From an optimization exercise on the open Yosys and OpenROAD flow, aimed at a short achievable clock period and few clock cycles per item; shortcuts taken in it are not production practice.
In this exercise RTL edits were held to simulation tests only and were not proved equivalent to the original.
Power is estimated from default activity; no workload was simulated.

`config.mk`:
```
export PLATFORM = sky130hd
export DESIGN_NAME = cpu_top
export DESIGN_NICKNAME = cpu_top
export VERILOG_FILES = /design/flow/design.v
export SDC_FILE = /design/flow/constraint.sdc
export NUM_CORES = 4
export LEC_CHECK = 0
export CAP_MARGIN = 20
export CORE_MARGIN = 2
export CORE_UTILIZATION = 40
export SLEW_MARGIN = 20
```
`constraint.sdc`:
```
create_clock -name core_clock -period 7.0 [get_ports {clk}]
set_input_delay 1.4000 -clock core_clock [delete_from_list [all_inputs] [get_ports {clk}]]
set_output_delay 1.4000 -clock core_clock [all_outputs]
set_load 0.01 [all_outputs]
```
`design.v`:
```
`default_nettype none
package cpu_pkg;
    typedef enum logic [2:0] {
        IDLE,
        FETCH,
        DECODE,
        EXECUTE,
        MEM_LOAD,
        MEM_STORE,
        WRITE_BACK
    } cpu_state_e;
    typedef enum logic [2:0] {
        OP_ADDSUB = 3'b000,    
        OP_SLTMUL = 3'b001,    
        OP_LOAD   = 3'b010,
        OP_STORE  = 3'b011,
        OP_BEQ    = 3'b100,
        OP_JUMP   = 3'b101
    } opcode_e;
    typedef struct packed {
        opcode_e                   op;
        logic [4-1:0] rs;
        logic [4-1:0] rt;
        logic [4-1:0] rd;
        logic                      func;
    } inst_t;
    typedef struct packed {
        logic signed [16-1:0] rs_data;
        logic signed [16-1:0] rt_data;
    } operands_t;
    typedef struct packed {
        logic                   arvalid;
        logic [32-1:0] araddr;
        logic                   rready;
    } axi_rd_m_t;
    typedef struct packed {
        logic                   arready;
        logic                   rvalid;
        logic [16-1:0] rdata;
    } axi_rd_s_t;
    typedef struct packed {
        logic                   awvalid;
        logic [32-1:0] awaddr;
        logic                   wvalid;
        logic [16-1:0] wdata;
        logic                   bready;
    } axi_wr_m_t;
    typedef struct packed {
        logic awready;
        logic wready;
        logic bvalid;
    } axi_wr_s_t;
endpackage
`default_nettype wire
`timescale 1ns/1ps
`default_nettype none
module cpu_control
(
    input  logic  clk,
    input  logic  rst_n,
    input  cpu_pkg::inst_t inst,
    input  logic  inst_valid,
    input  logic  load_valid,
    input  logic  store_done,
    output logic  fetch_start,
    output logic  decode_en,
    output logic  exec_en,
    output logic  wb_en,
    output logic  load_start,
    output logic  store_start,
    output logic  io_stall
);
    cpu_pkg::cpu_state_e state;
    cpu_pkg::cpu_state_e next_state;
    always_ff @(posedge clk or negedge rst_n) begin
        if (!rst_n) begin
            state <= cpu_pkg::IDLE;
        end else begin
            state <= next_state;
        end
    end
    always_comb begin
        next_state = state;
        case (state)
            cpu_pkg::IDLE:       next_state = cpu_pkg::FETCH;
            cpu_pkg::FETCH:      if (inst_valid) next_state = cpu_pkg::DECODE;
            cpu_pkg::DECODE:     next_state = cpu_pkg::EXECUTE;
            cpu_pkg::EXECUTE: begin
                case (inst.op)
                    cpu_pkg::OP_ADDSUB, cpu_pkg::OP_SLTMUL: next_state = cpu_pkg::WRITE_BACK;
                    cpu_pkg::OP_LOAD:              next_state = cpu_pkg::MEM_LOAD;
                    cpu_pkg::OP_STORE:             next_state = cpu_pkg::MEM_STORE;
                    default:              next_state = cpu_pkg::FETCH;   
                endcase
            end
            cpu_pkg::MEM_LOAD:   if (load_valid) next_state = cpu_pkg::FETCH;
            cpu_pkg::MEM_STORE:  if (store_done) next_state = cpu_pkg::FETCH;
            cpu_pkg::WRITE_BACK: next_state = cpu_pkg::FETCH;
            default:    next_state = cpu_pkg::IDLE;
        endcase
    end
    assign decode_en = (state == cpu_pkg::DECODE);
    assign exec_en   = (state == cpu_pkg::EXECUTE);
    assign wb_en     = (state == cpu_pkg::WRITE_BACK);
    always_ff @(posedge clk or negedge rst_n) begin
        if (!rst_n) begin
            fetch_start <= 1'b0;
            load_start  <= 1'b0;
            store_start <= 1'b0;
            io_stall    <= 1'b1;
        end else begin
            fetch_start <= (next_state == cpu_pkg::FETCH) && (state != cpu_pkg::FETCH);
            load_start  <= (next_state == cpu_pkg::MEM_LOAD) && (state != cpu_pkg::MEM_LOAD);
            store_start <= (next_state == cpu_pkg::MEM_STORE) && (state != cpu_pkg::MEM_STORE);
            io_stall    <= !((next_state == cpu_pkg::FETCH) && (state != cpu_pkg::FETCH) && (state != cpu_pkg::IDLE));
        end
    end
endmodule
`default_nettype wire
`timescale 1ns/1ps
`default_nettype none
module fetch_unit
(
    input  logic      clk,
    input  logic      rst_n,
    input  logic      fetch_start,
    input  logic      exec_en,
    input  logic      branch_taken,
    output cpu_pkg::axi_rd_m_t imem_m,
    input  cpu_pkg::axi_rd_s_t imem_s,
    output cpu_pkg::inst_t     inst,
    output logic      inst_valid
);
    logic [12-1:0]   pc;
    logic [12-1:0]   br_offset;
    logic [32-1:0] ar_addr;
    logic                   ar_valid;
    logic                   r_ready;
    assign br_offset = {{(12-6){inst.rd[3]}}, inst.rd, inst.func, 1'b0};
    always_ff @(posedge clk or negedge rst_n) begin
        if (!rst_n) begin
            pc <= '0;
        end else if (exec_en) begin
            if (inst.op == cpu_pkg::OP_JUMP) begin
                pc <= inst[12-1:0];    
            end else if (inst.op == cpu_pkg::OP_BEQ && branch_taken) begin
                pc <= pc + 12'd2 + br_offset;
            end else begin
                pc <= pc + 12'd2;
            end
        end
    end
    always_ff @(posedge clk or negedge rst_n) begin
        if (!rst_n) begin
            ar_valid   <= 1'b0;
            r_ready    <= 1'b0;
            inst_valid <= 1'b0;
        end else begin
            inst_valid <= 1'b0;
            if (fetch_start) begin
                ar_valid <= 1'b1;
            end else if (ar_valid && imem_s.arready) begin
                ar_valid <= 1'b0;
                r_ready  <= 1'b1;
            end else if (r_ready && imem_s.rvalid) begin
                r_ready    <= 1'b0;
                inst_valid <= 1'b1;
            end
        end
    end
    always_ff @(posedge clk) begin
        if (fetch_start) begin
            ar_addr <= 32'h1000 + {{(32-12){1'b0}}, pc};
        end
        if (r_ready && imem_s.rvalid) begin
            inst <= imem_s.rdata;
        end
    end
    assign imem_m = {ar_valid, ar_addr, r_ready};
endmodule
`default_nettype wire
`timescale 1ns/1ps
`default_nettype none
module reg_file
(
    input  logic                   clk,
    input  logic                   rst_n,
    input  cpu_pkg::inst_t                  inst,
    input  logic                   decode_en,
    input  logic                   wb_en,
    input  logic                   load_valid,
    input  logic [16-1:0] alu_result,
    input  logic [16-1:0] load_data,
    output cpu_pkg::operands_t              operands
);
    localparam int NUM_REGS = 1 << 4;
    logic signed [16-1:0] regs [NUM_REGS];
    always_ff @(posedge clk or negedge rst_n) begin
        if (!rst_n) begin
            for (int i = 0; i < NUM_REGS; i++) begin
                regs[i] <= '0;
            end
        end else if (wb_en) begin
            regs[inst.rd] <= alu_result;       
        end else if (load_valid) begin
            regs[inst.rt] <= load_data;        
        end
    end
    always_ff @(posedge clk) begin
        if (decode_en) begin
            operands.rs_data <= regs[inst.rs];
            operands.rt_data <= regs[inst.rt];
        end
    end
endmodule
`default_nettype wire
`timescale 1ns/1ps
`default_nettype none
module execute_unit
(
    input  logic                   clk,
    input  logic                   rst_n,
    input  logic                   exec_en,
    input  cpu_pkg::inst_t                  inst,
    input  cpu_pkg::operands_t              operands,
    output logic [16-1:0] alu_result,
    output logic [12-1:0]   data_addr,
    output logic                   branch_taken
);
    logic signed [2*16-1:0] product;
    logic [16-1:0]          alu_next;
    logic [16-1:0]          imm_ext;
    logic [16-1:0]          addr_sum;
    logic                            less_than;
    assign product   = operands.rs_data * operands.rt_data;
    assign less_than = $signed(operands.rs_data) < $signed(operands.rt_data);    
    always_comb begin
        if (inst.op == cpu_pkg::OP_SLTMUL) begin
            if (inst.func) begin
                alu_next = product[16-1:0];     
            end else begin
                alu_next = {{(16-1){1'b0}}, less_than};
            end
        end else if (inst.func) begin
            alu_next = operands.rs_data - operands.rt_data;
        end else begin
            alu_next = operands.rs_data + operands.rt_data;
        end
    end
    assign imm_ext  = {{(16-5){inst.rd[3]}}, inst.rd, inst.func};
    assign addr_sum = operands.rs_data + imm_ext;
    always_ff @(posedge clk or negedge rst_n) begin
        if (!rst_n) begin
            alu_result <= '0;
            data_addr  <= '0;
        end else if (exec_en) begin
            alu_result <= alu_next;
            data_addr  <= {addr_sum[12-2:0], 1'b0};
        end
    end
    assign branch_taken = (operands.rs_data == operands.rt_data);
endmodule
`default_nettype wire
`timescale 1ns/1ps
`default_nettype none
module mem_unit
(
    input  logic                   clk,
    input  logic                   rst_n,
    input  logic                   load_start,
    input  logic                   store_start,
    input  logic [12-1:0]   data_addr,
    input  cpu_pkg::operands_t              operands,
    output cpu_pkg::axi_rd_m_t              dmem_rd_m,
    input  cpu_pkg::axi_rd_s_t              dmem_rd_s,
    output cpu_pkg::axi_wr_m_t              dmem_wr_m,
    input  cpu_pkg::axi_wr_s_t              dmem_wr_s,
    output logic [16-1:0] load_data,
    output logic                   load_valid,
    output logic                   store_done
);
    typedef enum logic [1:0] {LD_IDLE, LD_ADDR, LD_DATA} load_state_e;
    typedef enum logic [1:0] {ST_IDLE, ST_AW, ST_W, ST_B} store_state_e;
    load_state_e            ld_state;
    store_state_e           st_state;
    logic [32-1:0] mem_addr;      
    logic [16-1:0] st_data;
    always_ff @(posedge clk or negedge rst_n) begin
        if (!rst_n) begin
            ld_state   <= LD_IDLE;
            load_valid <= 1'b0;
        end else begin
            load_valid <= 1'b0;
            case (ld_state)
                LD_IDLE: if (load_start) ld_state <= LD_ADDR;
                LD_ADDR: if (dmem_rd_s.arready) ld_state <= LD_DATA;
                LD_DATA: begin
                    if (dmem_rd_s.rvalid) begin
                        ld_state   <= LD_IDLE;
                        load_valid <= 1'b1;
                    end
                end
                default: ld_state <= LD_IDLE;
            endcase
        end
    end
    always_ff @(posedge clk or negedge rst_n) begin
        if (!rst_n) begin
            st_state   <= ST_IDLE;
            store_done <= 1'b0;
        end else begin
            store_done <= 1'b0;
            case (st_state)
                ST_IDLE: if (store_start) st_state <= ST_AW;
                ST_AW:   if (dmem_wr_s.awready) st_state <= ST_W;
                ST_W:    if (dmem_wr_s.wready) st_state <= ST_B;
                ST_B: begin
                    if (dmem_wr_s.bvalid) begin
                        st_state   <= ST_IDLE;
                        store_done <= 1'b1;
                    end
                end
                default: st_state <= ST_IDLE;
            endcase
        end
    end
    always_ff @(posedge clk) begin
        if (load_start || store_start) begin
            mem_addr <= 32'h1000 + {{(32-12){1'b0}}, data_addr};
        end
        if (store_start) st_data <= operands.rt_data;
        if (ld_state == LD_DATA && dmem_rd_s.rvalid) load_data <= dmem_rd_s.rdata;
    end
    assign dmem_rd_m = {(ld_state == LD_ADDR), mem_addr, (ld_state == LD_DATA)};
    assign dmem_wr_m = {(st_state == ST_AW), mem_addr, (st_state == ST_W), st_data, (st_state == ST_B)};
endmodule
`default_nettype wire
`timescale 1ns/1ps
`default_nettype none
module cpu_top
(
    input  logic                   clk,
    input  logic                   rst_n,
    output logic                   io_stall,
    output logic                   imem_arvalid,
    output logic [32-1:0] imem_araddr,
    output logic                   imem_rready,
    input  logic                   imem_arready,
    input  logic                   imem_rvalid,
    input  logic [16-1:0] imem_rdata,
    output logic                   dmem_arvalid,
    output logic [32-1:0] dmem_araddr,
    output logic                   dmem_rready,
    input  logic                   dmem_arready,
    input  logic                   dmem_rvalid,
    input  logic [16-1:0] dmem_rdata,
    output logic                   dmem_awvalid,
    output logic [32-1:0] dmem_awaddr,
    output logic                   dmem_wvalid,
    output logic [16-1:0] dmem_wdata,
    output logic                   dmem_bready,
    input  logic                   dmem_awready,
    input  logic                   dmem_wready,
    input  logic                   dmem_bvalid
);
    cpu_pkg::axi_rd_m_t imem_m;
    cpu_pkg::axi_rd_s_t imem_s;
    cpu_pkg::axi_rd_m_t dmem_rd_m;
    cpu_pkg::axi_rd_s_t dmem_rd_s;
    cpu_pkg::axi_wr_m_t dmem_wr_m;
    cpu_pkg::axi_wr_s_t dmem_wr_s;
    assign imem_arvalid = imem_m.arvalid;
    assign imem_araddr  = imem_m.araddr;
    assign imem_rready  = imem_m.rready;
    assign imem_s       = {imem_arready, imem_rvalid, imem_rdata};
    assign dmem_arvalid = dmem_rd_m.arvalid;
    assign dmem_araddr  = dmem_rd_m.araddr;
    assign dmem_rready  = dmem_rd_m.rready;
    assign dmem_rd_s    = {dmem_arready, dmem_rvalid, dmem_rdata};
    assign dmem_awvalid = dmem_wr_m.awvalid;
    assign dmem_awaddr  = dmem_wr_m.awaddr;
    assign dmem_wvalid  = dmem_wr_m.wvalid;
    assign dmem_wdata   = dmem_wr_m.wdata;
    assign dmem_bready  = dmem_wr_m.bready;
    assign dmem_wr_s    = {dmem_awready, dmem_wready, dmem_bvalid};
    logic fetch_start;
    logic decode_en;
    logic exec_en;
    logic wb_en;
    logic load_start;
    logic store_start;
    logic inst_valid;
    logic load_valid;
    logic store_done;
    cpu_pkg::inst_t                  inst;
    cpu_pkg::operands_t              operands;
    logic [16-1:0] alu_result;
    logic [16-1:0] load_data;
    logic [12-1:0]   data_addr;
    logic                   branch_taken;
    cpu_control u_control (
        .clk(clk), .rst_n(rst_n), .inst(inst),
        .inst_valid(inst_valid), .load_valid(load_valid), .store_done(store_done),
        .fetch_start(fetch_start), .decode_en(decode_en), .exec_en(exec_en),
        .wb_en(wb_en), .load_start(load_start), .store_start(store_start),
        .io_stall(io_stall)
    );
    fetch_unit u_fetch (
        .clk(clk), .rst_n(rst_n), .fetch_start(fetch_start), .exec_en(exec_en),
        .branch_taken(branch_taken), .imem_m(imem_m), .imem_s(imem_s),
        .inst(inst), .inst_valid(inst_valid)
    );
    reg_file u_reg_file (
        .clk(clk), .rst_n(rst_n), .inst(inst), .decode_en(decode_en),
        .wb_en(wb_en), .load_valid(load_valid), .alu_result(alu_result),
        .load_data(load_data), .operands(operands)
    );
    execute_unit u_execute (
        .clk(clk), .rst_n(rst_n), .exec_en(exec_en), .inst(inst),
        .operands(operands), .alu_result(alu_result), .data_addr(data_addr),
        .branch_taken(branch_taken)
    );
    mem_unit u_mem (
        .clk(clk), .rst_n(rst_n), .load_start(load_start), .store_start(store_start),
        .data_addr(data_addr), .operands(operands),
        .dmem_rd_m(dmem_rd_m), .dmem_rd_s(dmem_rd_s),
        .dmem_wr_m(dmem_wr_m), .dmem_wr_s(dmem_wr_s),
        .load_data(load_data), .load_valid(load_valid), .store_done(store_done)
    );
endmodule
`default_nettype wire
```
`run.sh`:
```
#!/bin/bash
# synth_recipe.tcl (not shown) runs the flow's synth.tcl, then flattens the netlist and writes it again
# the make line also repeats each setting of config.mk as NAME=value (left out here)
make -C /OpenROAD-flow-scripts/flow DESIGN_CONFIG=/design/flow/config.mk WORK_HOME=/design/flow/orfs CLKGATE_MAP_FILE= SYNTH_SCRIPT=/design/flow/synth_recipe.tcl finish
```
==> run summary <==
Worst slew pin tran -> 1.27 ns
Vias in the first global route -> 20600
Count leader, synth -> nor2_1
Crit-path cells -> ha_1 > xnor2_1 > ha_1 > a31oi_1 > fa_1 > fa_1 > fa_1 > inv_1 > fa_1 > inv_1 > fa_1 > inv_1 > ha_1 > nand3_1 > a211oi_1 > nor3_1 > nor3_1 > xnor2_1 > a32oi_1 > o21ai_1
GPL Wtd Cong -> 0.965
Slack of the worst reg-to-reg path -> 1.03 ns
Clock skew -> 0.0552 ns
Top delay family on crit path -> adder cells
FF/Latch Area -> 10900 um2
Chip width -> 255 um
Site Rows -> 91
HPWL Detailed -> 56000 um
Via Count -> 21000
P_int -> 6.98 mW
Synth-to-layout area growth -> 13.8%
Placed inst area -> 27100 um2
Worst min path class -> reg2reg
Async S/R FF share, synth -> 0.751
Layout Nets -> 2922
Footprint of the multi-input gates -> 13000 um2
Synth Area in XOR/XNOR -> 0.0263
Fraction of layout cells with a size suffix above 1 -> 0.0807
Postcts setup bufs -> 0
First-pass GRT wire length -> 130000 um
Initial antenna violation count -> 3
Post-Synth Simple-Gate Area -> 0.131
Hold EP -> u_mem.mem_addr[10]
Antenna diodes -> 0
Final instance area -> 28600 um2
Final hold vios -> 0
Initial Utilization -> 0.406
Combinational fraction of design power -> 0.411
Area share of the largest cell type after synthesis -> 0.309
Skew-Pair Late Insertion Delay -> 0.61 ns
Number of flops mapped to enable cells by yosys -> 103
Routed Antenna Nets -> 0
Post-layout util -> 0.461
# H-tree levels -> 2
GRT Resource Usage Total -> 0.269
Status -> finished clean
WHS Path Cells -> 0
Crit start category -> flip-flop
Worst path bufs/invs -> 3
Net Sw Frac -> 0.403
Unique cell type count in the Yosys netlist -> 75
Sequential share of the synthesized area -> 0.433
Longest Clk Path Bufs -> 3
CTS clock-pin slew for the worst setup and hold paths -> 0.07 ns
Fmax -> 167 MHz
Worst IR Drop VDD -> 253 uV
Router iterations before antenna repair -> 8
Period utilization -> 0.853
Synth top cells by count -> 350 x nor2_1, 334 x a21oi_1, 310 x dfrtp_1
Flops & latches, synth -> 414
Core ar. -> 61900 um2
Synth Area in Compound Gates -> 0.201
P_sw -> 4.71 mW
Crit path DAT -> 6.40 ns
Placed insts -> 3465
Final Max Slew Viols -> 0
Max-cap violations -> 0
CP peak stage delay -> 0.77 ns
CTS buffer count -> 46
Die Area -> 64800 um2
Post-Synth Adder-Cell Area -> 0.125
CP most frequent cell -> fa_1
Largest net degree at the start of global routing -> 146
Setup TNS -> 0 ns
R2R Path Start -> u_reg_file.operands[21]
R2r worst-path depth -> 20
Tmin final -> 5.97 ns
Non-Filler Instances -> 3552
DRT Wirelength -> 87700 um
Root Buffer -> clkbuf_16
Reg power frac -> 0.383
Avg Inst Size Synth -> 9.55 um2
Clock power frac -> 0.206
CTS Sinks -> 414
RSZ-0062 raised after global routing -> false
Critical Path RT -> 7.42 ns
Leak pwr -> 12.4 nW
Synth warnings -> 6
Synthesized area -> 25100 um2
CTS tree -> yes
Die Ht -> 255 um
Area contributors post-synth -> dfrtp_1 31%, edfxtp_1 12%, a21oi_1 6.7%
Grt ovf -> 0
Final setup viols -> 0
Crit end category -> flip-flop
Worst-path maximum fanout -> 14
DR WL/cell -> 24.7 um
Cell type with the largest total area after synthesis -> dfrtp_1
Io pins -> 161
Hold path startpoint -> u_execute.data_addr[10]
Multiplexer share of the synthesized area -> 0.0100
Filler Cells Inserted -> 5884
Post-synthesis instance total -> 2632
Critical-path top delay cell -> edfxtp_1
Slew HR -> 0.148
CTS Hold Bufs -> 0
Crit Path Category -> reg2reg
Reg2reg end -> u_execute.alu_result[14]
Detailed Route Iter0 Violations -> 2326
Pwr per Cell Area -> 409 nW/um2
Vias/cell -> 5.91
Post_cts resized -> 0
Buffers on Ports -> 98
Post-synth top flop -> dfrtp_1
Remaining DRCs -> 0
Dominant combinational cell family by area after synthesis -> compound AO/OA/AOI/OAI gates
-- layout make-up --
type,instances,area share
clock inverters,21,0.00709
flip-flops and latches,414,0.381
well taps,837,0.0366
inverters,180,0.0236
multi-input cells,1869,0.454
clock buffers,63,0.0447
repair buffers,168,0.0538
-- cells in the final DEF, fill, tap and decap left out, types with 7 or more instances in the layout --
master / n
a211oi_1: 9
a21o_1: 8
a21oi_1: 334
a221oi_1: 32
a22o_1: 26
a22oi_1: 176
and2_1: 44
buf_4: 66
clkbuf_1: 12
clkbuf_16: 47
clkdlybuf4s50_1: 97
clkinv_2: 10
conb_1: 62
dfrtp_1: 310
edfxtp_1: 103
fa_1: 82
ha_1: 120
inv_1: 178
mux2i_1: 14
mux2i_2: 9
nand2_1: 146
nand2b_1: 22
nand3_1: 55
nand4_1: 44
nor2_1: 332
nor2_2: 18
nor2b_1: 8
nor3_1: 18
nor3_4: 8
o211ai_1: 12
o21a_1: 8
o21ai_0: 53
o21bai_1: 7
o22a_1: 35
o31ai_1: 9
o32ai_4: 9
or3_1: 7
xnor2_1: 50
xor2_1: 23
-- per-stage QoR --
stage	worst slack [ns]	hold slack, ns	total power [mW]
after CTS	1.07	0.429	11.7
after detailed placement	1.13	0.431	9.21
final	1.03	0.433	11.7
after floorplan	1.64	0.421	7.66
after global placement	1.22	0.432	9.04
after global routing	0.620	0.441	12.5
-- registers in the layout, summed over array words and instances, names as in the netlist, 11 cells and up --
| signal | flops |
|---|---|
| u_fetch.ar_addr | 12 |
| u_mem.load_data | 16 |
| u_execute.data_addr | 11 |
| u_reg_file.operands | 32 |
| u_reg_file.regs | 256 |
| u_execute.alu_result | 16 |
| u_fetch.inst | 16 |
| u_mem.mem_addr | 11 |
| u_mem.st_data | 16 |
| u_fetch.pc | 12 |
-- metal layers --
metal,share of wire,track usage
met4,0.056,0.136
met5,0,0
met3,0.097,0.0696
met2,0.45,0.422
met1,0.40,0.344
-- cell families after synthesis --
group                    count (synthesis)
AO/OA/AOI/OAI                          771
AND/OR/NAND/NOR                        735
flip-flops                             414
buffers and inverters                  409
adder cells (fa/ha/maj)                202
XOR/XNOR                                74
multiplexers                            25
other                                    2
-- how the worst max path moves through the flow --
stage	startpoint	to	depth (start not counted)
after floorplan	u_reg_file.operands[1]	u_execute.alu_result[15]	19
after global placement	u_reg_file.operands[21]	u_execute.alu_result[14]	20
after detailed placement	u_reg_file.operands[1]	u_execute.alu_result[14]	18
after CTS	u_reg_file.operands[1]	u_execute.alu_result[14]	18
after global routing	u_reg_file.operands[1]	u_execute.alu_result[14]	18
final	u_reg_file.operands[21]	u_execute.alu_result[14]	20
-- power by group through the flow --
stage	clock [mW]	sequential, mW	combinational (mW)
after CTS	2.44	4.46	4.75
final	2.41	4.48	4.80
after global routing	2.54	4.58	5.34
after detailed placement	0	4.49	4.72
after floorplan	0	4.16	3.49
after global placement	0	4.45	4.58
Testbench counts, summed over its fixed seeds: cycles 195,998, instructions 24,000.

separate check: timing with driven ports:
The results above use ideal ports. As a check the final layout listed here was re-extracted and re-timed, cells and wires unchanged.
Step 1 sets driving cells, clkbuf_16 on the clock port and buf_2 on the other inputs (assumed; they add their load-dependent delay and slew).
Step 2 adds t to the input delays and takes it off the output delays; t is the mean of the earliest and latest rising clock arrival at the registers after step 1. Input paths then give back, and output paths get back, about the clock's delay inside the block.
Slacks: ideal ports / drivers / drivers and shift; pairs: ideal ports / drivers.
t, ns: 0.640
setup WS [ns]: 1.027 / 1.027 / 1.027
worst hold slack (ns): 0.433 / 0.433 / 0.433
After both steps this run still meets setup and hold. For this run, drivers alone change the setup slack by 0.000 ns; drivers and shift together by 0.000 ns.
